This design comes from an exercise in tuning for small area and a short achievable clock period on the open sky130 flow, not from production work.
RTL that was checked went through simulation tests only; none was proved equivalent to the original.
No functional check of the RTL was part of runs 1 to 4.
Power is estimated from default activity; no workload was simulated.

--- flow/config.mk ---
export PLATFORM = sky130hd
export DESIGN_NAME = addrgen_top
export DESIGN_NICKNAME = addrgen_top
export VERILOG_FILES = /design/flow/design.v
export SDC_FILE = /design/flow/constraint.sdc
export NUM_CORES = 4
export LEC_CHECK = 0
export CAP_MARGIN = 20
export CORE_MARGIN = 2
export CORE_UTILIZATION = 60
export SETUP_SLACK_MARGIN = 2.0
export SLEW_MARGIN = 20
--- flow/constraint.sdc ---
create_clock -name core_clock -period 5.5 [get_ports {clk_i}]
set_input_delay 1.1000 -clock core_clock [delete_from_list [all_inputs] [get_ports {clk_i}]]
set_output_delay 1.1000 -clock core_clock [all_outputs]
set_load 0.01 [all_outputs]
--- flow/design.v ---
`timescale 1ns/1ps
`default_nettype none
package addrgen_pkg;
  typedef logic [32-1:0] addr_t;      
  typedef logic [10-1:0] cnt_t;        
  typedef logic [16-1:0] trans_t;    
  typedef logic [16-1:0] len_t;     
  typedef logic signed [16-1:0] stride_t;
  typedef logic [4-1:0] strb_t;      
  typedef enum logic [1:0] {
    RUN_IDLE = 2'd0,   
    RUN_BUSY = 2'd1,   
    RUN_DONE = 2'd2    
  } run_state_e;
endpackage
`default_nettype wire
`timescale 1ns/1ps
`default_nettype none
module addrgen_top (
  input  wire logic                 clk_i,
  input  wire logic                 rst_ni,
  input  wire logic                 start_i,
  input  wire logic                 enable_i,
  input  wire addrgen_pkg::addr_t   base_addr_i,
  input  wire addrgen_pkg::trans_t  trans_size_i,
  input  wire addrgen_pkg::len_t    line_length_i,
  input  wire addrgen_pkg::stride_t line_stride_i,
  input  wire addrgen_pkg::len_t    feat_length_i,
  input  wire addrgen_pkg::stride_t feat_stride_i,
  input  wire addrgen_pkg::len_t    feat_roll_i,
  input  wire logic                 loop_outer_i,
  output addrgen_pkg::addr_t        addr_o,
  output addrgen_pkg::strb_t        strb_o,
  output logic                      first_o,
  output logic                      last_o,
  output logic                      word_update_o,
  output logic                      line_update_o,
  output logic                      feat_update_o,
  output logic                      busy_o,
  output logic                      done_o
);
  logic mis_d, roll_zero_d;
  logic line_big_d, feat_big_d, roll_big_d;
  assign mis_d = (base_addr_i[1:0] != 2'b00) |
                 (line_stride_i[1:0] != 2'b00) |
                 (feat_stride_i[1:0] != 2'b00);
  logic line_over_d, feat_over_d, roll_over_d;
  assign line_over_d = (line_length_i[15:11] != 5'd0) |
                       (line_length_i[10] & (line_length_i[9:0] != 10'd0));
  assign feat_over_d = (feat_length_i[15:11] != 5'd0) |
                       (feat_length_i[10] & (feat_length_i[9:0] != 10'd0));
  assign roll_over_d = (feat_roll_i[15:11] != 5'd0) |
                       (feat_roll_i[10] & (feat_roll_i[9:0] != 10'd0));
  assign line_big_d  = mis_d ? (line_length_i[15:10] != 6'd0)
                             : (line_length_i == 16'd0) | line_over_d;
  assign feat_big_d  = (feat_length_i == 16'd0) | feat_over_d;
  assign roll_zero_d = (feat_roll_i == 16'd0);
  assign roll_big_d  = (roll_zero_d & ~loop_outer_i) | roll_over_d;
  logic        start_q, busy_q, done_q;
  logic [31:0] base_q;        
  logic [31:0] fstart_q;      
  logic [31:0] addr_q;        
  logic [16:0] jump_q;        
  logic        jump_done_q;   
  logic [15:0] fstride_q;
  logic [9:0]  line_len_q, feat_len_q, roll_len_q;
  logic        line_big_q, feat_big_q, roll_big_q;
  logic        outer_q;
  logic [15:0] rem_q;         
  logic [9:0]  wcnt_q;        
  logic [9:0]  lcnt_q;        
  logic [9:0]  rcnt_q;        
  logic        wlast_q;       
  logic        llast_q;       
  logic        rlast_q;       
  logic mis, first, step, count_en, feat_step;
  logic [9:0] wcnt_d, lcnt_d, rcnt_d;
  assign mis       = (base_q[1:0] != 2'b00) | (jump_q[1:0] != 2'b00) |
                     (fstride_q[1:0] != 2'b00);
  assign first     = (wcnt_q == {9'd0, ~mis});
  assign step      = enable_i & busy_q & ~start_q;
  assign count_en  = step & ~(mis & first);
  assign feat_step = step & wlast_q & llast_q;
  assign wcnt_d = (start_q | wlast_q) ? {9'd0, ~mis} : wcnt_q + 10'd1;
  assign lcnt_d = (start_q | llast_q) ? 10'd1 : lcnt_q + 10'd1;
  assign rcnt_d = (start_q | rlast_q) ? 10'd1 : rcnt_q + 10'd1;
  logic        sa_addr_q, sa_fstart_q, sa_base_q;    
  logic        sb_four_q, sb_jump_q, sb_fstride_q;   
  logic [31:0] add_a, add_b, sum;
  assign add_a = ({32{sa_addr_q}}   & addr_q) |
                 ({32{sa_fstart_q}} & fstart_q) |
                 ({32{sa_base_q}}   & base_q);
  assign add_b = ({32{sb_four_q}}    & 32'd4) |
                 ({32{sb_jump_q}}    & {{15{jump_q[16]}}, jump_q}) |
                 ({32{sb_fstride_q}} & {{16{fstride_q[15]}}, fstride_q});
  logic [31:0] pg_p [0:5];
  logic [31:0] pg_g [0:5];
  assign pg_p[0] = add_a ^ add_b;
  assign pg_g[0] = add_a & add_b;
  for (genvar k = 0; k < 5; k++) begin : g_lvl
    for (genvar i = 0; i < 32; i++) begin : g_bit
      if (((i >> k) & 1) == 1) begin : g_op
        localparam int J = ((i >> k) << k) - 1;
        assign pg_g[k+1][i] = pg_g[k][i] | (pg_p[k][i] & pg_g[k][J]);
        assign pg_p[k+1][i] = pg_p[k][i] & pg_p[k][J];
      end else begin : g_pass
        assign pg_g[k+1][i] = pg_g[k][i];
        assign pg_p[k+1][i] = pg_p[k][i];
      end
    end
  end
  assign sum = pg_p[0] ^ {pg_g[5][30:0], 1'b0};
  logic wlast_n, llast_n, rlast_n, fend_n, base_n;
  assign wlast_n = ~line_big_q & (wcnt_d == line_len_q);
  assign llast_n = (start_q | wlast_q) ? (~feat_big_q & (lcnt_d == feat_len_q)) : llast_q;
  assign rlast_n = (start_q | (wlast_q & llast_q)) ? (~roll_big_q & (rcnt_d == roll_len_q))
                                                   : rlast_q;
  assign fend_n  = wlast_n & llast_n;
  assign base_n  = ~outer_q & rlast_n;
  always_ff @(posedge clk_i) begin
    if (start_i) begin
      sa_addr_q    <= 1'b0;
      sa_fstart_q  <= 1'b0;
      sa_base_q    <= 1'b1;
      sb_four_q    <= 1'b0;
      sb_jump_q    <= 1'b0;
      sb_fstride_q <= 1'b0;
    end else if (start_q || step) begin
      sa_addr_q    <= ~fend_n;
      sa_fstart_q  <= fend_n & ~base_n;
      sa_base_q    <= fend_n & base_n;
      sb_four_q    <= ~wlast_n;
      sb_jump_q    <= wlast_n & ~llast_n;
      sb_fstride_q <= fend_n & (outer_q ~^ rlast_n);
    end
  end
  always_ff @(posedge clk_i or negedge rst_ni) begin
    if (!rst_ni) begin
      start_q <= 1'b0;
      busy_q  <= 1'b0;
      done_q  <= 1'b0;
    end else begin
      start_q <= start_i;
      if (start_q) begin
        busy_q <= (rem_q != 16'd0);
        done_q <= (rem_q == 16'd0);
      end else if (count_en && rem_q == 16'd1) begin
        busy_q <= 1'b0;
        done_q <= 1'b1;
      end
    end
  end
  always_ff @(posedge clk_i) begin
    if (start_i) begin
      base_q     <= base_addr_i;
      fstride_q  <= feat_stride_i;
      line_len_q <= line_length_i[9:0];
      line_big_q <= line_big_d;
      feat_len_q <= feat_length_i[9:0];
      feat_big_q <= feat_big_d;
      roll_len_q <= {feat_roll_i[9:1], feat_roll_i[0] | (roll_zero_d & loop_outer_i)};
      roll_big_q <= roll_big_d;
      outer_q    <= loop_outer_i;
    end
  end
  always_ff @(posedge clk_i) begin
    if (start_i) begin
      rem_q <= trans_size_i;
    end else if (count_en) begin
      rem_q <= rem_q - 16'd1;
    end
  end
  always_ff @(posedge clk_i) begin
    if (start_i) begin
      jump_q <= {line_stride_i[15], line_stride_i};
    end else if (step && !wlast_q && !jump_done_q) begin
      jump_q[16:2] <= jump_q[16:2] - 15'd1;
    end
  end
  always_ff @(posedge clk_i) begin
    if (start_q) begin
      jump_done_q <= 1'b0;
    end else if (step && wlast_q) begin
      jump_done_q <= 1'b1;
    end
  end
  always_ff @(posedge clk_i) begin
    if (start_q || step) begin
      addr_q <= sum;
    end
    if (start_q || feat_step) begin
      fstart_q <= sum;
    end
  end
  always_ff @(posedge clk_i) begin
    if (start_q || step) begin
      wcnt_q  <= wcnt_d;
      wlast_q <= wlast_n;
    end
    if (start_q || (step && wlast_q)) begin
      lcnt_q  <= lcnt_d;
      llast_q <= llast_n;
    end
    if (start_q || feat_step) begin
      rcnt_q  <= rcnt_d;
      rlast_q <= rlast_n;
    end
  end
  logic [3:0] lead_mask;
  assign lead_mask = 4'b1111 << addr_q[1:0];
  always_comb begin
    strb_o = 4'b1111;
    if (mis) begin
      if (first)   strb_o = lead_mask;
      if (wlast_q) strb_o = ~lead_mask;
    end
  end
  assign addr_o        = {addr_q[31:2], 2'b00};
  assign first_o       = first;
  assign last_o        = wlast_q;
  assign word_update_o = step;
  assign line_update_o = step & wlast_q;
  assign feat_update_o = feat_step;
  assign busy_o        = busy_q;
  assign done_o        = done_q;
endmodule
`default_nettype wire
--- flow/flow/run.sh ---
#!/bin/bash
# standard layout with small port buffers; full output in standard.log
export BUFFER_PORTS_ARGS="-buffer_cell sky130_fd_sc_hd__buf_1"
bash standard.sh > standard.log 2>&1
--- flow/standard.sh ---
#!/bin/bash
# synth_recipe.tcl (not shown) runs the flow's synth.tcl, then flattens the netlist and writes it again
# the make line also repeats each setting of config.mk as NAME=value (left out here)
make -C /OpenROAD-flow-scripts/flow DESIGN_CONFIG=/design/flow/config.mk WORK_HOME=/design/flow/orfs CLKGATE_MAP_FILE= SYNTH_SCRIPT=/design/flow/synth_recipe.tcl "${@:-finish}"
==> results of run 1 <==
## per-stage QoR
step | hold WS [ns] | std cells
after CTS | 0.3773 | 1303
after global routing | 0.3885 | 1306
after detailed placement | 0.4789 | 1259
after floorplan | 0.4265 | 911
final | 0.3859 | 1306
after global placement | 0.4631 | 1259
## final cells by class
class                      count  area [um^2]
sequential                   222         6589
fill                        1314         5423
multi-input combinational    567         4096
timing repair buffer         185        747.0
clock buffer                  37        720.7
tap                          229        286.5
inverter                      60        226.5
clock inverter                 6        58.81
## worst max-delay path, stage by stage (launching register included)
cell,delay [ns]
dfxtp_2,0.43
buf_6,0.22
a222oi_1,0.41
inv_1,0.10
ha_1,0.33
a211oi_2,0.26
o211ai_1,0.17
a31o_2,0.31
a2bb2oi_4,0.20
nand2_1,0.16
a311o_1,0.39
o311ai_0,0.13
## metal layers
layer  vias up  track usage [%]  part of all wire (%)  routed length, um
met5         -                0                     0                  0
met4         0            5.526                   2.1                505
met3        44            3.023                   6.2               1469
met2       283            40.20                    49              11580
met1      3662            33.23                    42              10010
li1       3716                -                     -                  -
## repair_timing
item | in CTS | in global routing
gates cloned | 0 | 0
endpoints found under the setup margin | 32 | 33
hold buffers | 0 | 0
gates resized for setup | 9 | 8
setup buffers | 1 | 3
pin swaps | 1 | 4
## worst paths after layout
kind | to | slack (ns)
min | done_q | 0.39
min in group core_clock | jump_done_q | 0.49
max | addr_q[27] | 2.13
max in group asynchronous | start_q | 4.96
min reg2reg | jump_done_q | 0.49
max reg2reg | addr_q[27] | 2.13
## sequential cells by signal, summed over array words and instances (netlist names), 16 cells and up
| register | flops |
|---|---|
| jump_q | 17 |
| addr_q | 32 |
| base_q | 32 |
| fstart_q | 32 |
| fstride_q | 16 |
| rem_q | 16 |
## power groups by stage
stage | combinational, mW | sequential, mW | clock, mW
final | 0.466 | 2.15 | 1.58
after global routing | 0.525 | 2.17 | 1.67
after CTS | 0.462 | 2.15 | 1.60
after detailed placement | 0.459 | 2.18 | 0
after global placement | 0.449 | 2.18 | 0
after floorplan | 0.353 | 2.15 | 0
## kinds of logic (layout without fill, tap and decap cells)
| family | count (synthesis) | after routing | share of synthesized area (%) |
|---|---|---|---|
| simple gates | 244 | 244 | 11.03 |
| flops | 222 | 222 | 58.79 |
| compound gates | 182 | 182 | 12.04 |
| buf+inv | 122 | 288 | 5.220 |
| xor+xnor | 90 | 90 | 7.164 |
| fa+ha+maj | 42 | 42 | 5.030 |
| mux | 7 | 7 | 0.6929 |
| other cells | 1 | 2 | 0.03350 |
## cells in the final DEF, fill, tap and decap left out, types with 5 or more instances in the layout
| master | count |
|---|---|
| edfxtp_1 | 212 |
| buf_1 | 172 |
| nand2_1 | 61 |
| inv_1 | 57 |
| nor2_1 | 55 |
| xnor2_1 | 48 |
| xor2_1 | 41 |
| o21ai_0 | 39 |
| ha_1 | 37 |
| a222oi_1 | 32 |
| a21oi_1 | 26 |
| clkbuf_16 | 25 |
| nand3_1 | 23 |
| nor3_1 | 20 |
| nor4_1 | 19 |
| nand4_1 | 15 |
| a22o_1 | 14 |
| a21o_1 | 13 |
| buf_4 | 11 |
| and3_1 | 10 |
| or2_2 | 7 |
| clkbuf_1 | 7 |
| mux2_2 | 6 |
| o21a_1 | 6 |
| and2_1 | 5 |
| or4_1 | 5 |
| or3_1 | 5 |
| clkbuf_8 | 5 |
==> flow_summary.yaml, run 1 <==
sta:
  setup_tns_ns: 0
  fin_crit_ns: 3.371
  setup_violations: 0
  skew_ns: 0.02088
  setup_ws_ns: 2.129
  max_slew_margin_pct: 37.91
  tightest_slew_ns: 0.9314
  fin_crit_sh_pct: 61.29
  slew_viol_final: 0
  fmax_mhz: 296.6
  rsz0062_at_grt: "false"
  hold_violations: 0
clock_network:
  clkTransAtPathRegs_ns: 0.06
  htree_levels: 1
  cts_max_path_buffers: 3
  clkLatencyLatePin_ns: 0.51
  cts.sinks: 222
  cts-root-buf: "clkbuf_16"
  cts_tree: "done"
  numCtsBuffers: 24
power_and_ir_drop:
  seqPwrFrac_pct: 51.3
  vdd_drop_max_v: 0.0002865
  p_switching_mw: 1.007
  switching_share_pct: 24.03
  p_per_area_nw_per_um2: 329.5
  power_frac_clock_pct: 37.6
  fin_total_pwr_mw: 4.192
  pwr-share-comb_pct: 11.1
  leakage_nw: 4.804
  internal_power_mw: 3.185
detailed_routing:
  vias: 7705
  via_per_inst: 5.900
  wirelength_um: 23570
  drt_iter0_drc: 639
  avgRoutedWirePerCell_um: 18.05
  dr.pass1.iters: 5
  ant_nets: 0
  drc_errors: 0
synthesis:
  synth.area.top_cells: "edfxtp_1 57%, ha_1 4.1%, xnor2_1 3.8%"
  yosys.area.top_type: "edfxtp_1"
  synth_cells: 910
  yosysSeqAreaShare_pct: 58.79
  synthTopCellsByCount: "212 x edfxtp_1, 61 x nand2_1, 59 x inv_1"
  ys_async_sr_fraction_pct: 1.351
  synth_top_area_share_pct: 56.87
  yosysWarnings: 3
  yosysMostFrequentCell: "edfxtp_1"
  syn-mean-instance-area_um2: 12.30
  synth_cell_types: 68
  netlist_area_um2: 11190
  synth_edf_count: 212
  ys_seq_elements: 222
  ys.flop_type: "edfxtp_1"
placed_design:
  dp_slack_ns: 1.594
  portBuffers: 173
  gp_congestion: 0.8822
  hpwl_um: 16790
  placed_area_um2: 11840
worst_setup_path:
  crit_path_end_kind: "flop"
  ff2ff_path_depth: 11
  crit_required_ns: 5.76
  critPathKind: "reg2reg"
  startpoint_type: "flop"
  cp.arrival_ns: 3.63
  cp_max_fo: 19
  cp-startpoint: "sa_addr_q"
  reg2reg_from: "sa_addr_q"
floorplanning:
  initial_utilization_pct: 61.69
  die_h_um: 140.6
  io_pins: 176
  rows: 49
  die-area_um2: 19770
  core_area_um2: 18150
  fp.dieW_um: 140.6
status:
  status: "timing/DRC/antenna clean"
grt:
  antenna_found_initial: 0
  gr-total-overflow: 0
  first_global_vias: 7422
  grt_max_degree: 57
  grtUsageTotal_pct: 23.71
  grt_pass1_wl_um: 37470
cells_and_area:
  area_growth_pct: 13.67
  fin_area_um2: 12720
  antennaDiodeCount: 0
  nNetsFinal: 1235
  drive_gt1_share_pct: 8.171
  final_core_util_pct: 70.12
job:
  maxCapViolCount: 0
min_path:
  min_path_type: "in2async"
==> inputs of run 2 (changes only) <==
--- a/flow/config.mk
+++ b/flow/config.mk
@@ -8,5 +8,7 @@
 export CAP_MARGIN = 20
 export CORE_MARGIN = 2
 export CORE_UTILIZATION = 60
+export CTS_BUF_LIST = sky130_fd_sc_hd__clkbuf_8
+export CTS_CLUSTER_SIZE = 30
 export SETUP_SLACK_MARGIN = 2.0
 export SLEW_MARGIN = 20
==> run 2 against run 1 <==
Against the previous run: critical path type unchanged; critical endpoint is now fstart_q[30]; highest routed layer unchanged; hold slack worse by 0.010 ns; first-iteration DRC count down 15%; die area unchanged; clock power shrank 18%; still clean; register-to-register slack better by 0.04 ns.
==> flow_summary.yaml, run 2 <==
status:
  status: "timing/DRC/antenna clean"
synthesis:
  synthTopCellsByCount: "212 x edfxtp_1, 61 x nand2_1, 59 x inv_1"
  ys_async_sr_fraction_pct: 1.351
  yosysWarnings: 3
  yosys.area_share.adder_pct: 5.030
  synth_cells: 910
  yosysSeqAreaShare_pct: 58.79
  synth-compound-area-share_pct: 12.04
  synth_top_area_share_pct: 56.87
  synth_simple_gate_area_share_pct: 11.03
  synth.area.mux_share_pct: 0.6930
  netlist_area_um2: 11190
  synth.area.top_cells: "edfxtp_1 57%, ha_1 4.1%, xnor2_1 3.8%"
  synthXorXnorAreaFrac_pct: 7.164
  ys.flop_type: "edfxtp_1"
  synth_edf_count: 212
  synth_top_family_by_area: "compound AO/OA/AOI/OAI gates"
  synth_cell_types: 68
  yosys.area.top_type: "edfxtp_1"
  syn-mean-instance-area_um2: 12.30
  yosysMostFrequentCell: "edfxtp_1"
  ys_seq_elements: 222
cells_and_area:
  nNetsFinal: 1247
  mostFrequentLayoutCells: "212 x edfxtp_1, 172 x buf_1, 76 x inv_1, 60 x nand2_1, 55 x nor2_1"
  drive_gt1_share_pct: 8.909
  final_core_util_pct: 69.43
  antennaDiodeCount: 0
  largestRegisters: "addr_q (32), base_q (32), fstart_q (32)"
  fin_area_um2: 12600
  seqCellArea_um2: 6591
  multi_input_area_um2: 4111
  area_growth_pct: 12.55
  final_common_cell: "edfxtp_1"
  fillCellCount: 1332
sta:
  max_slew_margin_pct: 39.03
  fin_crit_sh_pct: 60.60
  skew_ns: 0.01622
  slew_viol_final: 0
  fmax_mhz: 300.0
  tightest_slew_ns: 0.9146
  hold_violations: 0
  setup_tns_ns: 0
  setup_violations: 0
  rsz0062_at_grt: "false"
  fin_crit_ns: 3.333
  hold-worst-slack_ns: 0.3756
detailed_routing:
  avgRoutedWirePerCell_um: 17.98
  ant_nets: 0
  vias: 7763
  wirelength_um: 23890
  drt_iter0_drc: 545
  dr.pass1.iters: 6
  drc_errors: 0
  via_per_inst: 5.841
worst_setup_path:
  ff2ff_path_depth: 11
  cp.arrival_ns: 3.60
  crit_path_end_kind: "flop"
  crit_required_ns: 5.77
  critPathKind: "reg2reg"
  startpoint_type: "flop"
  cp_max_fo: 19
grt:
  antenna_found_initial: 0
  grtUsageTotal_pct: 24.18
  gr-total-overflow: 0
  grt_pass1_wl_um: 37820
  first_global_vias: 7605
  grt_max_degree: 57
clock_network:
  clkTransAtPathRegs_ns: 0.06
  htree_levels: 2
  cts.sinks: 222
  holdBufCountCts: 0
  cts-root-buf: "clkbuf_8"
  clkLatencyLatePin_ns: 0.53
  cts_max_path_buffers: 3
  cts_tree: "done"
  numCtsBuffers: 37
job:
  maxCapViolCount: 0
placed_design:
  gp_congestion: 0.8822
  placed_area_um2: 11840
  portBuffers: 173
  hpwl_um: 16790
floorplanning:
  die_h_um: 140.6
  io_pins: 176
  core_area_um2: 18150
  initial_utilization_pct: 61.69
  rows: 49
  fp.dieW_um: 140.6
  die-area_um2: 19770
power_and_ir_drop:
  p_per_area_nw_per_um2: 310.0
  leakage_nw: 4.825
  vdd_drop_max_v: 0.0002508
min_path:
  min_path_type: "in2async"
[run 2: cell count changes in the layout (fill, tap and decap cells not counted), sizes merged]
| cell | change |
|---|---|
| clkinvlp | +1 |
| clkinv | +4 |
| inv | +18 |
| bufinv | -1 |
| buf | -1 |
| clkbuf | +2 |
[run 2: area by class of cell]
type                            instances  area share (%)
Clock inverter                         28          0.8838
Multi-Input combinational cell        567           32.63
Timing Repair Buffer                  184           5.839
Clock buffer                           39           4.260
Sequential cell                       222           52.31
Tap cell                              229           2.274
Inverter                               60           1.797
[run 2: per-stage QoR]
stage / worst slack [ns] / power [mW] / std cells
4_1_cts: 2.003 / 3.934 / 1327
6_report: 2.167 / 3.906 / 1329
2_1_floorplan: 2.215 / 2.498 / 911
3_3_place_gp: 1.705 / 2.633 / 1259
5_1_grt: 2.003 / 4.083 / 1329
3_5_place_dp: 1.594 / 2.643 / 1259
[run 2: power by group]
part / internal, mW / switching (mW)
Combinational: 0.191 / 0.275
Clock: 0.654 / 0.633
Sequential: 2.05 / 0.105
[run 2: repair_timing]
action | CTS | global route
pin swaps | 1 | 3
setup buffers | 1 | 2
endpoints found under the setup margin | 32 | 33
cloned | 0 | 0
gates resized for setup | 8 | 12
[run 2: cell families (layout without fill, tap and decap cells)]
| kind of cell | after synthesis | in the layout |
|---|---|---|
| AO/OA/AOI/OAI | 182 | 182 |
| AND/OR/NAND/NOR | 244 | 244 |
| XOR/XNOR | 90 | 90 |
| buffers and inverters | 122 | 311 |
| flip-flops | 222 | 222 |
| other | 1 | 2 |
| multiplexers | 7 | 7 |
| adder cells (fa/ha/maj) | 42 | 42 |
[run 2: critical path: stages (launching register included)]
cell	delay [ns]
dfxtp_4	0.41
buf_4	0.23
a222oi_1	0.43
inv_1	0.10
ha_1	0.34
a211oi_2	0.26
o211ai_1	0.17
a31o_2	0.31
a2bb2oi_4	0.21
a21oi_1	0.13
o41ai_2	0.34
xnor2_1	0.13
[run 2: path summary, 6_finish.rpt]
path                             startpoint           end  slack (ns)
worst max-delay path              sa_addr_q  fstart_q[30]        2.17
min in group core_clock         jump_done_q   jump_done_q        0.50
worst min-delay path                 rst_ni        done_q        0.38
max in group asynchronous            rst_ni        busy_q        4.97
worst min register to register  jump_done_q   jump_done_q        0.50
worst max register to register    sa_addr_q  fstart_q[30]        2.17
[run 2: routing by layer]
layer	up-vias	global-route usage [%]	share of wire, %
met5	-	0	0
met4	0	7.737	2.1
met3	41	4.348	6.6
met2	294	40.25	49
met1	3677	32.75	42
li1	3751	-	-
==> inputs of run 3 (changes only) <==
--- a/flow/config.mk
+++ b/flow/config.mk
@@ -8,7 +8,5 @@
 export CAP_MARGIN = 20
 export CORE_MARGIN = 2
 export CORE_UTILIZATION = 60
-export CTS_BUF_LIST = sky130_fd_sc_hd__clkbuf_8
-export CTS_CLUSTER_SIZE = 30
-export SETUP_SLACK_MARGIN = 2.0
+export SETUP_SLACK_MARGIN = 2.5
 export SLEW_MARGIN = 20
==> run 3 against run 2 <==
Against the previous run: largest power group unchanged; cell count is 2.7% higher; sequential share of layout area is 3.9 points lower; register-to-register slack better by 0.04 ns; largest cell class unchanged; hold slack better by 0.039 ns; synthesized cell count stayed put; sequential cell count stayed put; power is 7.9% higher; non-clock buffer count is 58 higher; global-route usage is 0.51 points higher; clock-buffer cell count is 7 lower; first-iteration DRC count is 37% higher.
==> flow_summary.yaml, run 3 <==
status:
  status: "timing/DRC/antenna clean"
grt:
  grt_max_degree: 95
  antenna_found_initial: 0
  grtUsageTotal_pct: 24.69
  gr-total-overflow: 0
  first_global_vias: 7585
  grt_pass1_wl_um: 38910
job:
  maxCapViolCount: 0
power_and_ir_drop:
  vdd_drop_max_v: 0.0002325
  pwr-share-comb_pct: 13.3
  p_per_area_nw_per_um2: 309.0
  switching_share_pct: 24.71
  power_frac_clock_pct: 35.6
  p_switching_mw: 1.041
  internal_power_mw: 3.172
  leakage_nw: 5.225
  seqPwrFrac_pct: 51.0
worst_setup_path:
  cp.depth: 11
  reg2reg_from: "sa_addr_q"
  cp-startpoint: "sa_addr_q"
  crit_path_end_kind: "flop"
  cpPeakStageDelay_ns: 0.53
  crit_chain: "buf_12 -> a222oi_1 -> inv_1 -> ha_4 -> a211oi_4 -> o211ai_1 -> a31o_2 -> a2bb2oi_4 -> a21oi_2 -> o41ai_2 -> xnor2_1"
  crit_family: "compound AO/OA/AOI/OAI gates"
  critPathKind: "reg2reg"
  cp_max_fo: 6
  critPathBufInv: 2
  cp.arrival_ns: 3.53
  startpoint_type: "flop"
  crit_required_ns: 5.74
  ff2ff_path_depth: 11
  crit_slowest_cell: "a222oi_1"
clock_network:
  clkTransAtPathRegs_ns: 0.06
  cts.sinks: 222
  clkLatencyLatePin_ns: 0.51
  numCtsBuffers: 25
  cts_max_path_buffers: 3
  holdBufCountCts: 0
  cts-root-buf: "clkbuf_16"
  htree_levels: 1
  cts_tree: "done"
floorplanning:
  fp.dieW_um: 140.6
  die_h_um: 140.6
  die-area_um2: 19770
  core_area_um2: 18150
  rows: 49
  io_pins: 176
  initial_utilization_pct: 61.69
synthesis:
  synth.area.top_cells: "edfxtp_1 57%, ha_1 4.1%, xnor2_1 3.8%"
  synth-compound-area-share_pct: 12.04
  synth_top_family_by_area: "compound AO/OA/AOI/OAI gates"
  synthXorXnorAreaFrac_pct: 7.164
  synth.area.mux_share_pct: 0.6930
  netlist_area_um2: 11190
  synth_cell_types: 68
  yosys.area_share.adder_pct: 5.030
  yosysMostFrequentCell: "edfxtp_1"
  synthTopCellsByCount: "212 x edfxtp_1, 61 x nand2_1, 59 x inv_1"
  synth_cells: 910
  syn-mean-instance-area_um2: 12.30
  synth_top_area_share_pct: 56.87
  synth_edf_count: 212
  yosysWarnings: 3
  ys_seq_elements: 222
  yosys.area.top_type: "edfxtp_1"
  synth_simple_gate_area_share_pct: 11.03
  ys.flop_type: "edfxtp_1"
  ys_async_sr_fraction_pct: 1.351
  yosysSeqAreaShare_pct: 58.79
detailed_routing:
  ant_nets: 0
  avgRoutedWirePerCell_um: 18.79
  dr.pass1.iters: 5
  wirelength_um: 25650
  via_per_inst: 5.878
  drc_errors: 0
  vias: 8024
  drt_iter0_drc: 744
placed_design:
  hpwl_um: 16160
  dp_slack_ns: 1.801
  placed_area_um2: 11850
  gp_congestion: 0.8620
  portBuffers: 173
sta:
  skew_ns: 0.01124
  fin_crit_ns: 3.291
  fmax_mhz: 303.9
  slew_viol_final: 0
  tightest_slew_ns: 1.025
  rsz0062_at_grt: "true"
  hold-worst-slack_ns: 0.4143
  setup_ws_ns: 2.209
  hold_violations: 0
  fin_crit_sh_pct: 59.83
  setup_violations: 0
  setup_tns_ns: 0
  max_slew_margin_pct: 31.67
cells_and_area:
  mostFrequentLayoutCells: "212 x edfxtp_1, 167 x buf_1, 56 x nand2_1, 56 x inv_1, 55 x buf_4"
  nNetsFinal: 1293
  fin_area_um2: 13640
  largestRegisters: "addr_q (32), base_q (32), fstart_q (32)"
  drive_gt1_share_pct: 17.43
  area_growth_pct: 21.81
  final_common_cell: "edfxtp_1"
  antennaDiodeCount: 0
min_path:
  min_path_type: "in2async"
-- run 3: worst paths after layout --
kind / endpoint / slack (ns)
min: busy_q / 0.41
max: fstart_q[30] / 2.21
max in group asynchronous: start_q / 4.89
max reg2reg: fstart_q[30] / 2.21
min in group core_clock: jump_done_q / 0.49
min reg2reg: jump_done_q / 0.49
-- run 3: power groups by stage --
| stage | clock network [mW] | registers [mW] | logic [mW] |
|---|---|---|---|
| 2_1_floorplan | 0 | 2.15 | 0.356 |
| 3_3_place_gp | 0 | 2.18 | 0.452 |
| 3_5_place_dp | 0 | 2.18 | 0.460 |
| 4_1_cts | 1.52 | 2.15 | 0.518 |
| 5_1_grt | 1.59 | 2.17 | 0.620 |
| 6_report | 1.50 | 2.15 | 0.562 |
-- run 3: cell type report --
| cell class | instances | area (um^2) |
|---|---|---|
| well taps | 229 | 286.5 |
| clock inverters | 13 | 83.83 |
| multi-input cells | 567 | 4441 |
| fillers | 1223 | 4512 |
| inverters | 60 | 229.0 |
| repair buffers | 242 | 1348 |
| flip-flops and latches | 222 | 6596 |
| clock buffers | 32 | 651.9 |
-- run 3: worst reg2reg max path: stages, from the launching register on --
cell and delay [ns]:
dfxtp_4 0.38, buf_12 0.14, a222oi_1 0.54, inv_1 0.18, ha_4 0.30, a211oi_4 0.26
o211ai_1 0.15, a31o_2 0.30, a2bb2oi_4 0.21, a21oi_2 0.10, o41ai_2 0.31, xnor2_1 0.15
-- run 3: timing repair --
action,CTS,global route
setup endpoints to repair,53,54
gates cloned,2,2
resized for setup,70,36
pin swaps,42,24
buffers inserted,41,17
-- run 3: metrics by stage --
stage,power (mW),utilization (%),std cells
after floorplan,2.501,-,911
after global placement,2.631,65.31,1257
after detailed placement,2.641,65.31,1257
after global routing,4.378,75.14,1365
after CTS,4.187,73.06,1345
final,4.213,75.14,1365
-- run 3: kinds of logic after synthesis --
group / after synthesis
multiplexers: 7
AND/OR/NAND/NOR: 244
adder cells (fa/ha/maj): 42
XOR/XNOR: 90
AO/OA/AOI/OAI: 182
buffers and inverters: 122
flip-flops: 222
other: 1
-- run 3: metal layers --
layer / part of all wire [%] / track usage [%] / up-vias
li1: - / - / 3840
met1: 42 / 34.68 / 3802
met2: 49 / 40.97 / 331
met3: 6.9 / 3.906 / 51
met4: 2.6 / 6.158 / 0
met5: 0 / 0 / -
==> inputs of run 4 (changes only) <==
==> flow/flow/run.sh (replaced) <==
#!/bin/bash
# standard layout with small port buffers and no full/half-adder cell extraction
export BUFFER_PORTS_ARGS="-buffer_cell sky130_fd_sc_hd__buf_1"
bash standard.sh ADDER_MAP_FILE= finish > standard.log 2>&1
--- a/flow/config.mk
+++ b/flow/config.mk
@@ -8,5 +8,5 @@
 export CAP_MARGIN = 20
 export CORE_MARGIN = 2
 export CORE_UTILIZATION = 60
-export SETUP_SLACK_MARGIN = 2.5
+export SETUP_SLACK_MARGIN = 2.0
 export SLEW_MARGIN = 20
==> run 4 against run 3 <==
Against the previous run: still clean; die area down 1.7%; via count down 0.56%; clock skew down 0.0031 ns; clock power up 15%; maximum frequency down 2.2%; sequential share of layout area up 3.5 points; critical path type unchanged; largest cell class unchanged.
==> flow_summary.yaml, run 4 <==
status:
  status: "timing/DRC/antenna clean"
clock_network:
  holdBufCountCts: 0
  clkTransAtPathRegs_ns: 0.06
  numCtsBuffers: 24
  clkLatencyLatePin_ns: 0.52
  cts-root-buf: "clkbuf_16"
  cts_tree: "done"
  cts.sinks: 222
  cts_max_path_buffers: 3
  htree_levels: 1
power_and_ir_drop:
  internal_power_mw: 3.315
  p_per_area_nw_per_um2: 341.2
  p_switching_mw: 1.027
  vdd_drop_max_v: 0.0003339
  pwr-share-comb_pct: 10.7
  seqPwrFrac_pct: 49.5
  power_frac_clock_pct: 39.8
  leakage_nw: 4.384
  switching_share_pct: 23.66
detailed_routing:
  wirelength_um: 24980
  avgRoutedWirePerCell_um: 18.77
  drt_iter0_drc: 660
  via_per_inst: 5.995
  dr.pass1.iters: 5
  drc_errors: 0
  ant_nets: 0
  vias: 7979
cells_and_area:
  final_common_cell: "edfxtp_1"
  largestRegisters: "addr_q (32), base_q (32), fstart_q (32)"
  mostFrequentLayoutCells: "212 x edfxtp_1, 172 x buf_1, 84 x nand2_1, 76 x nor2_1, 58 x xnor2_1"
  fillCellCount: 1289
  area_growth_pct: 15.68
  fin_cells: 1331
  antennaDiodeCount: 0
  fin_area_um2: 12730
  drive_gt1_share_pct: 9.528
  nNetsFinal: 1217
synthesis:
  netlist_area_um2: 11000
  syn-mean-instance-area_um2: 11.90
  yosys.area.top_type: "edfxtp_1"
  synth_cells: 925
  synth_top_area_share_pct: 57.86
  synth_edf_count: 212
  ys.flop_type: "edfxtp_1"
  ys_async_sr_fraction_pct: 1.351
  synth_cell_types: 67
  yosysSeqAreaShare_pct: 59.81
  yosysWarnings: 3
  yosysMostFrequentCell: "edfxtp_1"
  synthTopCellsByCount: "212 x edfxtp_1, 86 x nand2_1, 77 x nor2_1"
  synth.area.top_cells: "edfxtp_1 58%, xnor2_1 4.6%, xor2_1 4.2%"
  ys_seq_elements: 222
worst_setup_path:
  reg2reg_from: "sa_fstart_q"
  crit_path_end_kind: "flop"
  ff2ff_path_depth: 11
  rrSetupSlack_ns: 2.14
  cp_max_fo: 12
  critPathBufInv: 1
  cpPeakStageDelay_ns: 0.46
  critPathKind: "reg2reg"
  crit_required_ns: 5.75
  cp.arrival_ns: 3.62
  crit_slowest_cell: "dfxtp_4"
  cp_common_cell: "maj3_2"
  startpoint_type: "flop"
  crit_family: "compound AO/OA/AOI/OAI gates"
  crit_chain: "a222oi_1 -> buf_4 -> a22oi_1 -> a21oi_2 -> maj3_4 -> o41ai_4 -> a21o_1 -> a21oi_1 -> maj3_2 -> maj3_2 -> xor2_1"
  r2r_end: "fstart_q[14]"
grt:
  grt_max_degree: 77
  antenna_found_initial: 1
  gr-total-overflow: 0
  first_global_vias: 7675
  grtUsageTotal_pct: 24.68
  grt_pass1_wl_um: 38710
placed_design:
  placed_area_um2: 11620
  placedCellCount: 1265
  gp_congestion: 0.8155
  dp_slack_ns: 1.087
  portBuffers: 173
  hpwl_um: 16770
floorplanning:
  die-area_um2: 19440
  initial_utilization_pct: 61.25
  io_pins: 176
  die_h_um: 139.4
  core_area_um2: 17960
  fp.dieW_um: 139.4
  rows: 49
sta:
  rsz0062_at_grt: "false"
  fmax_mhz: 297.2
  skew_ns: 0.008140
  fin_crit_ns: 3.365
  setup_tns_ns: 0
  hold-worst-slack_ns: 0.3804
  tightest_slew_ns: 0.9184
  setup_violations: 0
  fin_crit_sh_pct: 61.18
  slew_viol_final: 0
  max_slew_margin_pct: 38.55
  hold_violations: 0
  setup_ws_ns: 2.135
job:
  maxCapViolCount: 0
min_path:
  min_path_type: "in2async"
==> run 4: changes by cell type after synthesis, moves of 12 or more <==
cell / change
inv_1: -47
a22oi_1: +20
nand2_1: +25
nor2_1: +22
ha_1: -37
xor2_1: +12
==> run 4: how the worst max path moves through the flow <==
| stage | end | from | slack, ns | cells past startpoint |
|---|---|---|---|---|
| 2_1_floorplan | addr_q[21] | addr_q[1] | 2.36 | 11 |
| 3_3_place_gp | addr_q[25] | sa_fstart_q | 1.24 | 10 |
| 3_5_place_dp | fstart_q[23] | sa_fstart_q | 1.09 | 10 |
| 4_1_cts | fstart_q[23] | sa_addr_q | 2.01 | 10 |
| 5_1_grt | fstart_q[14] | sa_addr_q | 1.99 | 11 |
| 6_report | fstart_q[14] | sa_fstart_q | 2.14 | 11 |
==> run 4: cells by family (layout without fill, tap and decap cells) <==
group,count (synthesis),in the layout,share of synthesized area (%)
adders and majority gates,9,9,0.8869
and+or+nand+nor,303,305,13.25
DFF,222,222,59.81
buffers and inverters,85,259,4.230
xor gates and xnor gates,111,111,8.836
other,1,2,0.03408
AOI/OAI and AO/OA,187,187,12.28
muxes,7,7,0.6709
==> run 4: final cells by class <==
type,instances,area (um^2),share of cell area (%)
clock buffers,32,661.9,5.200
clock inverters,12,191.4,1.504
inverters,12,45.04,0.3539
multi-input cells,621,4034,31.69
flip-flops and latches,222,6600,51.85
well taps,229,286.5,2.251
repair buffers,203,909.6,7.146
==> run 4: per-layer routing <==
metal / vias up / global-route usage [%] / routed length [um]
met5: - / 0 / 12
met4: 2 / 7.709 / 599
met3: 37 / 4.508 / 1797
met2: 326 / 41.23 / 11990
met1: 3811 / 33.17 / 10580
li1: 3803 / - / -
==> run 4: worst reg2reg max path, cell delays in order (launching register included) <==
cell,delay [ns]
dfxtp_4,0.46
a222oi_1,0.12
buf_4,0.16
a22oi_1,0.22
a21oi_2,0.11
maj3_4,0.37
o41ai_4,0.42
a21o_1,0.25
a21oi_1,0.15
maj3_2,0.37
maj3_2,0.32
xor2_1,0.16
==> run 4: timing repair <==
action                                 in CTS  in global routing
gates resized for setup                    12                 12
cloned                                      0                  2
setup endpoints to repair                  43                 37
pin swaps                                   3                  8
setup buffers                               4                 15
endpoints found under the hold margin       0                  0
==> run 4: power by group through the flow <==
| stage | combinational, mW | clock, mW | sequential (mW) |
|---|---|---|---|
| 2_1_floorplan | 0.339 | 0 | 2.14 |
| 3_3_place_gp | 0.421 | 0 | 2.18 |
| 3_5_place_dp | 0.434 | 0 | 2.19 |
| 4_1_cts | 0.444 | 1.75 | 2.15 |
| 5_1_grt | 0.514 | 1.81 | 2.17 |
| 6_report | 0.465 | 1.73 | 2.15 |
==> run 4: stage by stage <==
stage | total power [mW] | util, %
global placement | 2.606 | 64.57
CTS | 4.344 | 69.74
finish | 4.343 | 70.86
floorplan | 2.482 | -
global route | 4.490 | 70.86
detailed placement | 2.621 | 64.68
==> inputs of run 5 (changes only) <==
--- a/flow/design.v
+++ b/flow/design.v
@@ -66,6 +66,8 @@
   logic [9:0]  line_len_q, feat_len_q, roll_len_q;
   logic        line_big_q, feat_big_q, roll_big_q;
   logic        outer_q;
+  logic        mis_q;         
+  logic        first_q;       
   logic [15:0] rem_q;         
   logic [9:0]  wcnt_q;        
   logic [9:0]  lcnt_q;        
@@ -75,9 +77,8 @@
   logic        rlast_q;       
   logic mis, first, step, count_en, feat_step;
   logic [9:0] wcnt_d, lcnt_d, rcnt_d;
-  assign mis       = (base_q[1:0] != 2'b00) | (jump_q[1:0] != 2'b00) |
-                     (fstride_q[1:0] != 2'b00);
-  assign first     = (wcnt_q == {9'd0, ~mis});
+  assign mis       = mis_q;
+  assign first     = first_q;
   assign step      = enable_i & busy_q & ~start_q;
   assign count_en  = step & ~(mis & first);
   assign feat_step = step & wlast_q & llast_q;
@@ -161,6 +162,7 @@
       roll_len_q <= {feat_roll_i[9:1], feat_roll_i[0] | (roll_zero_d & loop_outer_i)};
       roll_big_q <= roll_big_d;
       outer_q    <= loop_outer_i;
+      mis_q      <= mis_d;
     end
   end
   always_ff @(posedge clk_i) begin
@@ -195,6 +197,7 @@
   always_ff @(posedge clk_i) begin
     if (start_q || step) begin
       wcnt_q  <= wcnt_d;
+      first_q <= (wcnt_d == {9'd0, ~mis});
       wlast_q <= wlast_n;
     end
     if (start_q || (step && wlast_q)) begin
==> flow/flow/run.sh (replaced) <==
#!/bin/bash
# standard layout with small port buffers; full output in standard.log
export BUFFER_PORTS_ARGS="-buffer_cell sky130_fd_sc_hd__buf_1"
bash standard.sh > standard.log 2>&1
--- a/flow/config.mk
+++ b/flow/config.mk
@@ -8,5 +8,8 @@
 export CAP_MARGIN = 20
 export CORE_MARGIN = 2
 export CORE_UTILIZATION = 60
+export CTS_BUF_LIST = sky130_fd_sc_hd__clkbuf_16
+export CTS_CLUSTER_DIAMETER = 150
+export CTS_CLUSTER_SIZE = 30
 export SETUP_SLACK_MARGIN = 2.0
 export SLEW_MARGIN = 20
==> run 5 against run 4 <==
Against the previous run: still clean on timing, DRC and antenna; wire length fell by 8.5%; area after synthesis increased by 1.6%; clock skew increased by 0.015 ns; first-iteration DRC count fell by 16%; sequential share of layout area increased by 2.3 points; clock-buffer cell count decreased by 21; sequential cell count increased by 2; core utilization shrank 3.2 points; maximum frequency down 0.21%; clock power is 49% lower.
==> flow_summary.yaml, run 5 <==
worst_setup_path:
  critPathKind: "reg2reg"
  startpoint_type: "flop"
  reg2reg_from: "sa_fstart_q"
  cp.arrival_ns: 3.59
  r2r_end: "fstart_q[31]"
  crit_path_end_kind: "flop"
  ff2ff_path_depth: 12
  crit_slowest_cell: "dfxtp_2"
  cp_max_fo: 17
  cpPeakStageDelay_ns: 0.44
  rrSetupSlack_ns: 2.13
  critPathBufInv: 2
  crit_family: "compound AO/OA/AOI/OAI gates"
  crit_chain: "buf_4 -> a222oi_1 -> inv_1 -> ha_1 -> a21oi_1 -> o21ai_1 -> a221o_1 -> a32oi_1 -> nand2b_1 -> nand4_1 -> a311oi_2 -> xnor2_1"
  crit_required_ns: 5.71
placed_design:
  dp_slack_ns: 1.168
  gp_congestion: 0.8587
  hpwl_um: 16440
  portBuffers: 173
sta:
  setup_violations: 0
  setup_ws_ns: 2.128
  tightest_slew_ns: 0.8437
  fmax_mhz: 296.6
  max_slew_margin_pct: 43.55
  hold_violations: 0
  setup_tns_ns: 0
  slew_viol_final: 0
  rsz0062_at_grt: "false"
  skew_ns: 0.02356
  fin_crit_ns: 3.372
  fin_crit_sh_pct: 61.31
cells_and_area:
  largestRegisters: "addr_q (32), base_q (32), fstart_q (32)"
  drive_gt1_share_pct: 6.540
  nNetsFinal: 1226
  antennaDiodeCount: 0
  mostFrequentLayoutCells: "214 x edfxtp_1, 172 x buf_1, 68 x nand2_1, 65 x inv_1, 50 x nor2_1"
  area_growth_pct: 9.848
  final_common_cell: "edfxtp_1"
clock_network:
  cts_tree: "done"
  numCtsBuffers: 11
  cts.sinks: 224
  holdBufCountCts: 0
  cts-root-buf: "clkbuf_16"
  cts_max_path_buffers: 3
  clkTransAtPathRegs_ns: 0.11
  htree_levels: 1
  clkLatencyLatePin_ns: 0.47
grt:
  grt_pass1_wl_um: 35950
  grt_max_degree: 65
  first_global_vias: 7061
  grtUsageTotal_pct: 22.85
  antenna_found_initial: 0
  gr-total-overflow: 0
detailed_routing:
  drt_iter0_drc: 555
  via_per_inst: 5.794
  vias: 7440
  drc_errors: 0
  dr.pass1.iters: 5
  wirelength_um: 22850
  avgRoutedWirePerCell_um: 17.80
  ant_nets: 0
min_path:
  min_path_type: "in2async"
floorplanning:
  io_pins: 176
  rows: 49
  initial_utilization_pct: 61.61
  fp.dieW_um: 140.5
  die_h_um: 140.5
  die-area_um2: 19740
  core_area_um2: 18150
synthesis:
  syn-mean-instance-area_um2: 12.35
  ys.flop_type: "edfxtp_1"
  synth.area.top_cells: "edfxtp_1 57%, ha_1 4.1%, xnor2_1 3.8%"
  netlist_area_um2: 11180
  synthTopCellsByCount: "214 x edfxtp_1, 69 x nand2_1, 61 x inv_1"
  synth_top_area_share_pct: 57.48
  yosys.area.top_type: "edfxtp_1"
  yosysWarnings: 3
  synth_cell_types: 70
  ys_seq_elements: 224
  yosysSeqAreaShare_pct: 59.40
  ys_async_sr_fraction_pct: 1.339
  yosysMostFrequentCell: "edfxtp_1"
  synth_cells: 905
  synth_edf_count: 214
power_and_ir_drop:
  vdd_drop_max_v: 0.0003354
  p_per_area_nw_per_um2: 284.6
  leakage_nw: 4.607
job:
  maxCapViolCount: 0
status:
  status: "timing/DRC/antenna clean"
-- run 5: changes by cell type in the layout (fill, tap and decap cells not counted), moves of 14 or more --
cell and change:
nor2_1 -26, a22oi_1 -21, nand2_1 -16, clkbuf_16 -14
inv_1 +54, ha_1 +37
-- run 5: per-layer routing --
layer	wire [um]	GRT usage (%)	part of all wire, %
met1	10080	32.75	44
met2	10780	37.64	47
met3	1574	3.282	6.9
met4	417	5.158	1.8
met5	0	0	0
-- run 5: report_power, final --
group	total, mW	internal (mW)	leakage [nW]	switching [mW]
combinational	0.447	0.181	2.20	0.265
sequential	2.17	2.06	2.23	0.105
clock	0.882	0.376	0.169	0.506
total	3.49	2.62	4.61	0.877
-- run 5: area by class of cell --
class	instances	area [um^2]
clock buffers	11	275.3
clock inverters	6	35.03
fillers	1381	5866
inverters	62	236.5
multi-input cells	558	3985
flip-flops and latches	224	6653
well taps	229	286.5
repair buffers	194	810.8
-- run 5: per-stage QoR --
step | cell area [um^2] | utilization [%] | cells | total power, mW | hold WS [ns]
floorplan | 11180 | - | 906 | 2.501 | 0.4265
global placement | 11810 | 65.06 | 1255 | 2.631 | 0.4925
detailed placement | 11810 | 65.06 | 1255 | 2.640 | 0.5011
CTS | 12190 | 67.16 | 1276 | 3.513 | 0.4088
global route | 12280 | 67.68 | 1284 | 3.644 | 0.4175
finish | 12280 | 67.68 | 1284 | 3.495 | 0.4207
-- run 5: worst max-delay path by stage --
stage / cells past startpoint / endpoint / startpoint
after global placement: 12 / addr_q[24] / sa_addr_q
after global routing: 11 / fstart_q[31] / sb_jump_q
final: 12 / fstart_q[31] / sa_fstart_q
after CTS: 13 / addr_q[22] / addr_q[0]
after detailed placement: 12 / addr_q[24] / sa_addr_q
after floorplan: 14 / addr_q[24] / sa_fstart_q
-- run 5: cell families (layout without fill, tap and decap cells) --
logic type                 count (synthesis)  after routing  synth area share [%]
DFF                                      224            224                 59.40
muxes                                      4              4                0.3805
AOI/OAI and AO/OA                        175            175                 11.47
adders and majority gates                 42             42                 5.036
other                                      1              2               0.03354
xor gates and xnor gates                  91             91                 7.128
and+or+nand+nor                          244            244                 10.99
buffers and inverters                    124            273                 5.562
-- run 5: what timing repair did --
| action | in CTS | in global routing |
|---|---|---|
| hold endpoints to repair | 0 | 0 |
| buffers inserted | 4 | 8 |
| setup endpoints to repair | 38 | 33 |
| resized for setup | 11 | 11 |
| pin swaps | 1 | 5 |
| cloned | 0 | 0 |
==> inputs of run 6 (changes only) <==
--- a/flow/config.mk
+++ b/flow/config.mk
@@ -8,8 +8,8 @@
 export CAP_MARGIN = 20
 export CORE_MARGIN = 2
 export CORE_UTILIZATION = 60
-export CTS_BUF_LIST = sky130_fd_sc_hd__clkbuf_16
-export CTS_CLUSTER_DIAMETER = 150
-export CTS_CLUSTER_SIZE = 30
+export CTS_BUF_LIST = sky130_fd_sc_hd__clkbuf_8
+export CTS_CLUSTER_DIAMETER = 100
+export CTS_CLUSTER_SIZE = 16
 export SETUP_SLACK_MARGIN = 2.0
 export SLEW_MARGIN = 20
==> run 6 against run 5 <==
Against the previous run: synthesized cell count unchanged; critical path depth increased by 1; wire length about the same; cell count increased by 0.93%; highest routed layer unchanged; critical endpoint unchanged; setup slack improved by 0.035 ns; still clean; sequential cell count unchanged; cell area decreased by 0.23%; clock power decreased by 8.7%; combinational power about the same.
==> flow_summary.yaml, run 6 <==
synthesis:
  synth.area.top_cells: "edfxtp_1 57%, ha_1 4.1%, xnor2_1 3.8%"
  yosysWarnings: 3
  synthTopCellsByCount: "214 x edfxtp_1, 69 x nand2_1, 61 x inv_1"
  yosys.area.top_type: "edfxtp_1"
  synth_edf_count: 214
  ys_seq_elements: 224
  yosysMostFrequentCell: "edfxtp_1"
  syn-mean-instance-area_um2: 12.35
  synth_cells: 905
  ys.flop_type: "edfxtp_1"
  synth_cell_types: 70
  netlist_area_um2: 11180
  ys_async_sr_fraction_pct: 1.339
  synth_top_area_share_pct: 57.48
  yosysSeqAreaShare_pct: 59.40
cells_and_area:
  largestRegisters: "addr_q (32), base_q (32), fstart_q (32)"
  fin_cells: 1296
  final_common_cell: "edfxtp_1"
  mostFrequentLayoutCells: "214 x edfxtp_1, 172 x buf_1, 72 x inv_1, 68 x nand2_1, 50 x nor2_1"
  nNetsFinal: 1231
  area_growth_pct: 9.590
  drive_gt1_share_pct: 6.935
  antennaDiodeCount: 0
power_and_ir_drop:
  pwr-share-comb_pct: 13.0
  vdd_drop_max_v: 0.0001638
  internal_power_mw: 2.535
  switching_share_pct: 25.79
  leakage_nw: 4.619
  p_switching_mw: 0.8810
  seqPwrFrac_pct: 63.4
  p_per_area_nw_per_um2: 278.8
  power_frac_clock_pct: 23.6
worst_setup_path:
  crit_path_end_kind: "flop"
  cp.arrival_ns: 3.59
  critPathKind: "reg2reg"
  startpoint_type: "flop"
  crit_required_ns: 5.75
  cp_max_fo: 17
min_path:
  min_path_type: "in2async"
floorplanning:
  initial_utilization_pct: 61.61
  core_area_um2: 18150
  die-area_um2: 19740
  fp.dieW_um: 140.5
  io_pins: 176
  rows: 49
  die_h_um: 140.5
sta:
  setup_ws_ns: 2.162
  setup_violations: 0
  fin_crit_sh_pct: 60.68
  slew_viol_final: 0
  skew_ns: 0.01591
  rsz0062_at_grt: "false"
  fmax_mhz: 299.6
  fin_crit_ns: 3.338
  max_slew_margin_pct: 45.65
  hold_violations: 0
  setup_tns_ns: 0
  tightest_slew_ns: 0.8122
detailed_routing:
  drt_iter0_drc: 576
  vias: 7418
  avgRoutedWirePerCell_um: 17.62
  ant_nets: 0
  wirelength_um: 22840
  dr.pass1.iters: 7
  drc_errors: 0
  via_per_inst: 5.724
placed_design:
  dp_slack_ns: 1.168
  portBuffers: 173
  placedCellCount: 1255
  hpwl_um: 16440
  gp_congestion: 0.8587
clock_network:
  clkLatencyLatePin_ns: 0.52
  cts-root-buf: "clkbuf_8"
  numCtsBuffers: 17
  clkTransAtPathRegs_ns: 0.10
  cts.sinks: 224
  cts_max_path_buffers: 3
  htree_levels: 1
  cts_tree: "done"
grt:
  gr-total-overflow: 0
  top_usage_layer: "met2"
  grtUsageTotal_pct: 22.92
  use_met3_pct: 3.658
  grtUsageMet1_pct: 32.72
  grt_pass1_wl_um: 36060
  grt_max_degree: 65
  use_met2_pct: 37.49
  first_global_vias: 7144
  antenna_found_initial: 0
job:
  maxCapViolCount: 0
status:
  status: "timing/DRC/antenna clean"
run 6: worst max-delay path, stage by stage, from the launching register on:
cell	delay (ns)
dfxtp_4	0.43
buf_4	0.24
a222oi_1	0.25
inv_1	0.11
fa_2	0.43
a211oi_2	0.22
o21ai_2	0.12
o311ai_2	0.26
buf_4	0.18
a21oi_1	0.05
nand2b_1	0.26
nand4_1	0.21
a311oi_2	0.13
xnor2_1	0.18
run 6: power by group through the flow:
stage,Sequential (mW),Combinational (mW),Clock [mW]
after global placement,2.20,0.431,0
final,2.17,0.445,0.805
after CTS,2.16,0.442,0.828
after global routing,2.18,0.503,0.888
after detailed placement,2.20,0.437,0
after floorplan,2.16,0.337,0
run 6: path summary, 6_finish.rpt:
path                        startpoint           end  slack (ns)  cells after the start
max in group asynchronous       rst_ni        busy_q        4.93                      1
min in group core_clock    jump_done_q   jump_done_q        0.52                      1
min reg2reg                jump_done_q   jump_done_q        0.52                      1
min                             rst_ni       start_q        0.39                      1
max reg2reg                  sa_base_q  fstart_q[31]        2.16                     13
max                          sa_base_q  fstart_q[31]        2.16                     13
run 6: stage by stage:
| step | power [mW] | hold slack, ns | area [um^2] | utilization [%] |
|---|---|---|---|---|
| final | 3.416 | 0.3859 | 12250 | 67.52 |
| after global routing | 3.576 | 0.3750 | 12250 | 67.52 |
| after global placement | 2.631 | 0.4925 | 11810 | 65.06 |
| after floorplan | 2.501 | 0.4265 | 11180 | - |
| after CTS | 3.435 | 0.3667 | 12170 | 67.07 |
| after detailed placement | 2.640 | 0.5011 | 11810 | 65.06 |
run 6: layout make-up:
cell class	instances	area, um^2
Clock inverter	13	52.55
Sequential cell	224	6655
Tap cell	229	286.5
Timing Repair Buffer	193	803.3
Fill cell	1384	5894
Multi-Input combinational cell	558	3985
Inverter	62	236.5
Clock buffer	17	234.0
run 6: layer usage:
| layer | wire length (um) | share of wire, % | vias up |
|---|---|---|---|
| met1 | 10330 | 45 | 3496 |
| met4 | 436 | 1.9 | 0 |
| met5 | 0 | 0 | - |
| met3 | 1547 | 6.8 | 33 |
| met2 | 10530 | 46 | 226 |
| li1 | - | - | 3663 |
run 6: kinds of logic after synthesis:
| kind of cell | count (synthesis) | share of synthesized area, % |
|---|---|---|
| buf+inv | 124 | 5.562 |
| compound gates | 175 | 11.47 |
| mux | 4 | 0.3805 |
| fa+ha+maj | 42 | 5.036 |
| xor+xnor | 91 | 7.128 |
| simple gates | 244 | 10.99 |
| other cells | 1 | 0.03354 |
| flops | 224 | 59.40 |
run 6: what timing repair did:
action                     CTS  global route
gates resized for setup     11            12
setup buffers                5             6
hold buffers                 0             0
pin swaps                    1             5
setup endpoints to repair   38            31
==> inputs of run 7 (changes only) <==
--- a/flow/design.v
+++ b/flow/design.v
@@ -94,12 +94,14 @@
   assign add_b = ({32{sb_four_q}}    & 32'd4) |
                  ({32{sb_jump_q}}    & {{15{jump_q[16]}}, jump_q}) |
                  ({32{sb_fstride_q}} & {{16{fstride_q[15]}}, fstride_q});
-  logic [31:0] pg_p [0:5];
-  logic [31:0] pg_g [0:5];
-  assign pg_p[0] = add_a ^ add_b;
-  assign pg_g[0] = add_a & add_b;
+  logic c2_q;
+  assign sum[1:0] = add_a[1:0] + add_b[1:0];
+  logic [30:0] pg_p [0:5];
+  logic [30:0] pg_g [0:5];
+  assign pg_p[0] = {add_a[31:2] ^ add_b[31:2], 1'b0};
+  assign pg_g[0] = {add_a[31:2] & add_b[31:2], c2_q};
   for (genvar k = 0; k < 5; k++) begin : g_lvl
-    for (genvar i = 0; i < 32; i++) begin : g_bit
+    for (genvar i = 0; i < 31; i++) begin : g_bit
       if (((i >> k) & 1) == 1) begin : g_op
         localparam int J = ((i >> k) << k) - 1;
         assign pg_g[k+1][i] = pg_g[k][i] | (pg_p[k][i] & pg_g[k][J]);
@@ -110,7 +112,7 @@
       end
     end
   end
-  assign sum = pg_p[0] ^ {pg_g[5][30:0], 1'b0};
+  assign sum[31:2] = pg_p[0][30:1] ^ pg_g[5][29:0];
   logic wlast_n, llast_n, rlast_n, fend_n, base_n;
   assign wlast_n = ~line_big_q & (wcnt_d == line_len_q);
   assign llast_n = (start_q | wlast_q) ? (~feat_big_q & (lcnt_d == feat_len_q)) : llast_q;
@@ -118,6 +120,20 @@
                                                    : rlast_q;
   assign fend_n  = wlast_n & llast_n;
   assign base_n  = ~outer_q & rlast_n;
+  logic       sa_addr_m, sa_fstart_m, sa_base_m, sb_four_m, sb_jump_m, sb_fstride_m;
+  logic [1:0] fstart_lo_m, a_lo_m, b_lo_m;
+  assign sa_addr_m    = ~fend_n;
+  assign sa_fstart_m  = fend_n & ~base_n;
+  assign sa_base_m    = fend_n & base_n;
+  assign sb_four_m    = ~wlast_n;
+  assign sb_jump_m    = wlast_n & ~llast_n;
+  assign sb_fstride_m = fend_n & (outer_q ~^ rlast_n);
+  assign fstart_lo_m  = (start_q | (wlast_q & llast_q)) ? sum[1:0] : fstart_q[1:0];
+  assign a_lo_m = ({2{sa_addr_m}}   & sum[1:0]) |
+                  ({2{sa_fstart_m}} & fstart_lo_m) |
+                  ({2{sa_base_m}}   & base_q[1:0]);
+  assign b_lo_m = ({2{sb_jump_m}}    & jump_q[1:0]) |
+                  ({2{sb_fstride_m}} & fstride_q[1:0]);
   always_ff @(posedge clk_i) begin
     if (start_i) begin
       sa_addr_q    <= 1'b0;
@@ -126,13 +142,15 @@
       sb_four_q    <= 1'b0;
       sb_jump_q    <= 1'b0;
       sb_fstride_q <= 1'b0;
+      c2_q         <= 1'b0;   
     end else if (start_q || step) begin
-      sa_addr_q    <= ~fend_n;
-      sa_fstart_q  <= fend_n & ~base_n;
-      sa_base_q    <= fend_n & base_n;
-      sb_four_q    <= ~wlast_n;
-      sb_jump_q    <= wlast_n & ~llast_n;
-      sb_fstride_q <= fend_n & (outer_q ~^ rlast_n);
+      sa_addr_q    <= sa_addr_m;
+      sa_fstart_q  <= sa_fstart_m;
+      sa_base_q    <= sa_base_m;
+      sb_four_q    <= sb_four_m;
+      sb_jump_q    <= sb_jump_m;
+      sb_fstride_q <= sb_fstride_m;
+      c2_q         <= (a_lo_m[1] & b_lo_m[1]) | ((a_lo_m[1] | b_lo_m[1]) & a_lo_m[0] & b_lo_m[0]);
     end
   end
   always_ff @(posedge clk_i or negedge rst_ni) begin
==> run 7 against run 6 <==
Against the previous run: maximum frequency grew 0.92%; non-clock buffer count shrank 10; critical endpoint is now addr_q[25]; clock power grew 9.2%; highest routed layer unchanged; die area grew 0.90%; setup slack gained 0.030 ns; clock-buffer cell count grew 2; still clean on timing, DRC and antenna; cell area grew 0.61%.
==> flow_summary.yaml, run 7 <==
detailed_routing:
  drc_errors: 0
  via_per_inst: 5.747
  met2_length_um: 10810
  wl_met3_um: 1265
  vias: 7552
  wirelength_um: 22690
  drt_iter0_drc: 611
  ant_nets: 0
  avgRoutedWirePerCell_um: 17.26
  wl_met1_um: 10190
  routed.top_layer: "met4"
  dr.pass1.iters: 5
grt:
  grt_pass1_wl_um: 35920
  grtUsageTotal_pct: 22.62
  antenna_found_initial: 0
  first_global_vias: 7193
  grt_max_degree: 104
  gr-total-overflow: 0
worst_setup_path:
  crit_path_end_kind: "flop"
  critPathKind: "reg2reg"
  cp.arrival_ns: 3.58
  critPathBufInv: 1
  crit_chain: "a222oi_1 -> inv_1 -> ha_1 -> a21o_1 -> a21o_1 -> a211o_1 -> nand3_1 -> o311a_1 -> nor2_1 -> a31o_2 -> a211oi_1 -> nor3_1"
  startpoint_type: "flop"
  crit_required_ns: 5.78
  crit_family: "compound AO/OA/AOI/OAI gates"
  cp_max_fo: 22
  crit_slowest_cell: "dfxtp_4"
  cpPeakStageDelay_ns: 0.44
  cp_common_cell: "a21o_1"
job:
  maxCapViolCount: 0
placed_design:
  placed_area_um2: 11950
  hpwl_um: 16120
  gp_congestion: 0.8102
  portBuffers: 173
floorplanning:
  rows: 50
  io_pins: 176
  fp.dieW_um: 141.1
  die-area_um2: 19920
  die_h_um: 141.1
  initial_utilization_pct: 60.73
  core_area_um2: 18580
clock_network:
  cts_tree: "done"
  cts_max_path_buffers: 3
  clkLatencyLatePin_ns: 0.53
  cts-root-buf: "clkbuf_8"
  cts.sinks: 225
  numCtsBuffers: 18
  htree_levels: 1
  clkTransAtPathRegs_ns: 0.12
  holdBufCountCts: 0
synthesis:
  synth_cell_types: 70
  ys.flop_type: "edfxtp_1"
  ys_async_sr_fraction_pct: 1.333
  yosysMostFrequentCell: "edfxtp_1"
  ys_seq_elements: 225
  yosysSeqAreaShare_pct: 59.03
  synthTopCellsByCount: "214 x edfxtp_1, 74 x nand2_1, 59 x inv_1"
  netlist_area_um2: 11280
  synth_cells: 925
  synth_top_area_share_pct: 56.95
  synth_edf_count: 214
  syn-mean-instance-area_um2: 12.20
  yosys.area.top_type: "edfxtp_1"
  yosysWarnings: 3
  synth.area.top_cells: "edfxtp_1 57%, xnor2_1 4.5%, ha_1 4.0%"
power_and_ir_drop:
  switching_share_pct: 26.31
  internal_power_mw: 2.588
  p_per_area_nw_per_um2: 284.8
  vdd_drop_max_v: 0.0002194
  seqPwrFrac_pct: 62.1
  leakage_nw: 4.553
  power_frac_clock_pct: 25.0
  pwr-share-comb_pct: 12.9
  p_switching_mw: 0.9240
cells_and_area:
  area_growth_pct: 9.247
  antennaDiodeCount: 0
  fin_area_um2: 12330
  nNetsFinal: 1242
  drive_gt1_share_pct: 5.926
  mostFrequentLayoutCells: "214 x edfxtp_1, 172 x buf_1, 74 x nand2_1, 69 x inv_1, 58 x xnor2_1"
  final_common_cell: "edfxtp_1"
  largestRegisters: "addr_q (32), base_q (32), fstart_q (32)"
sta:
  tightest_slew_ns: 1.046
  slew_viol_final: 0
  fmax_mhz: 302.4
  skew_ns: 0.02353
  hold_violations: 0
  max_slew_margin_pct: 30.25
  fin_crit_ns: 3.307
  fin_crit_sh_pct: 60.13
  rsz0062_at_grt: "false"
  setup_violations: 0
  setup_tns_ns: 0
min_path:
  min_path_type: "in2async"
status:
  status: "timing/DRC/antenna clean"
[run 7: cell count changes after synthesis, moves of 6 or more]
| cell | previous run | this run |
|---|---|---|
| a21oi_1 | 30 | 23 |
| and3_1 | 9 | 3 |
| nor2_1 | 51 | 44 |
| nor3_1 | 15 | 22 |
| o21ai_0 | 39 | 52 |
| xnor2_1 | 49 | 58 |
| xor2_1 | 42 | 32 |
[run 7: final timing paths]
check                             from  slack, ns     endpoint  cells after the start
min reg2reg                jump_done_q       0.49  jump_done_q                      1
min in group core_clock    jump_done_q       0.49  jump_done_q                      1
max in group asynchronous       rst_ni       4.99      start_q                      1
max                          sa_addr_q       2.19   addr_q[25]                     12
max reg2reg                  sa_addr_q       2.19   addr_q[25]                     12
min                             rst_ni       0.33       done_q                      1
[run 7: logic make-up after synthesis]
family,Yosys count,share of synthesized area (%)
and+or+nand+nor,257,11.39
DFF,225,59.03
AOI/OAI and AO/OA,183,11.76
buffers and inverters,120,5.056
xor gates and xnor gates,91,7.185
adders and majority gates,41,4.879
muxes,7,0.6652
other,1,0.03323
[run 7: layout make-up]
| class | instances | area (um^2) |
|---|---|---|
| sequential | 225 | 6671 |
| fill | 1471 | 6252 |
| inverter | 59 | 224.0 |
| clock inverter | 13 | 61.31 |
| multi-input combinational | 581 | 4089 |
| timing repair buffer | 183 | 728.2 |
| tap | 234 | 292.8 |
| clock buffer | 19 | 261.5 |
[run 7: through the flow]
stage / setup WS [ns] / utilization (%) / hold slack, ns / total power, mW / std cells
floorplan: 2.190 / - / 0.4265 / 2.521 / 926
global placement: 1.587 / 64.28 / 0.4626 / 2.656 / 1279
detailed placement: 1.467 / 64.29 / 0.4627 / 2.668 / 1279
CTS: 2.069 / 66.13 / 0.3082 / 3.538 / 1311
global route: 2.012 / 66.35 / 0.3238 / 3.672 / 1314
finish: 2.193 / 66.35 / 0.3349 / 3.512 / 1314
[run 7: what timing repair did]
action,in CTS,in global routing
setup endpoints to repair,16,14
pin swaps,0,4
buffers inserted,0,3
resized for setup,9,6
[run 7: routing by layer]
metal	vias to the layer above	global-route usage, %
li1	3738	-
met1	3574	31.47
met2	212	38.02
met3	28	3.261
met4	0	5.368
met5	-	0
[run 7: power by group through the flow]
stage	Sequential, mW	Combinational (mW)	Clock [mW]
after floorplan	2.17	0.347	0
after global placement	2.22	0.440	0
after detailed placement	2.22	0.450	0
after CTS	2.18	0.453	0.906
after global routing	2.20	0.509	0.963
final	2.18	0.452	0.879

-- afterwards: timing with drivers on the ports --
In the flow no input, the clock included, has a driving cell. The finished layouts below were timed again as built, in two steps.
Step 1, drivers: a clkbuf_16 drives clk_i and a buf_2 each remaining input, both assumed.
Step 2, shift: input delay + t, output delay - t, t = (earliest + latest rising clock arrival at the registers) / 2. This alone moves slack from input paths to output paths.
Three values: no drivers, after step 1, after step 2; two values: the first two.
| run | t (ns) | setup WS [ns] | hold WS [ns] | slew at the worst register clock pin (ns) |
|---|---|---|---|---|
| run 1 | 0.544 | 2.129 / 2.129 / 1.803 | 0.386 / 0.368 / 0.487 | 0.06 / 0.06 |
| run 2 | 0.560 | 2.167 / 2.154 / 1.838 | 0.376 / 0.360 / 0.503 | 0.06 / 0.06 |
| run 3 | 0.552 | 2.209 / 2.209 / 2.209 | 0.414 / 0.393 / 0.489 | 0.06 / 0.06 |
| run 4 | 0.560 | 2.135 / 2.101 / 2.135 | 0.380 / 0.360 / 0.485 | 0.06 / 0.06 |
| run 5 | 0.504 | 2.128 / 2.128 / 2.128 | 0.421 / 0.401 / 0.521 | 0.11 / 0.11 |
| run 6 | 0.549 | 2.162 / 2.162 / 2.162 | 0.386 / 0.374 / 0.518 | 0.11 / 0.11 |
| run 7 | 0.571 | 2.193 / 2.193 / 2.193 | 0.335 / 0.348 / 0.485 | 0.12 / 0.12 |
After both steps every run listed still meets setup and hold. For run 2, which loses most, drivers alone change the setup slack by -0.013 ns; drivers and shift together by -0.329 ns.
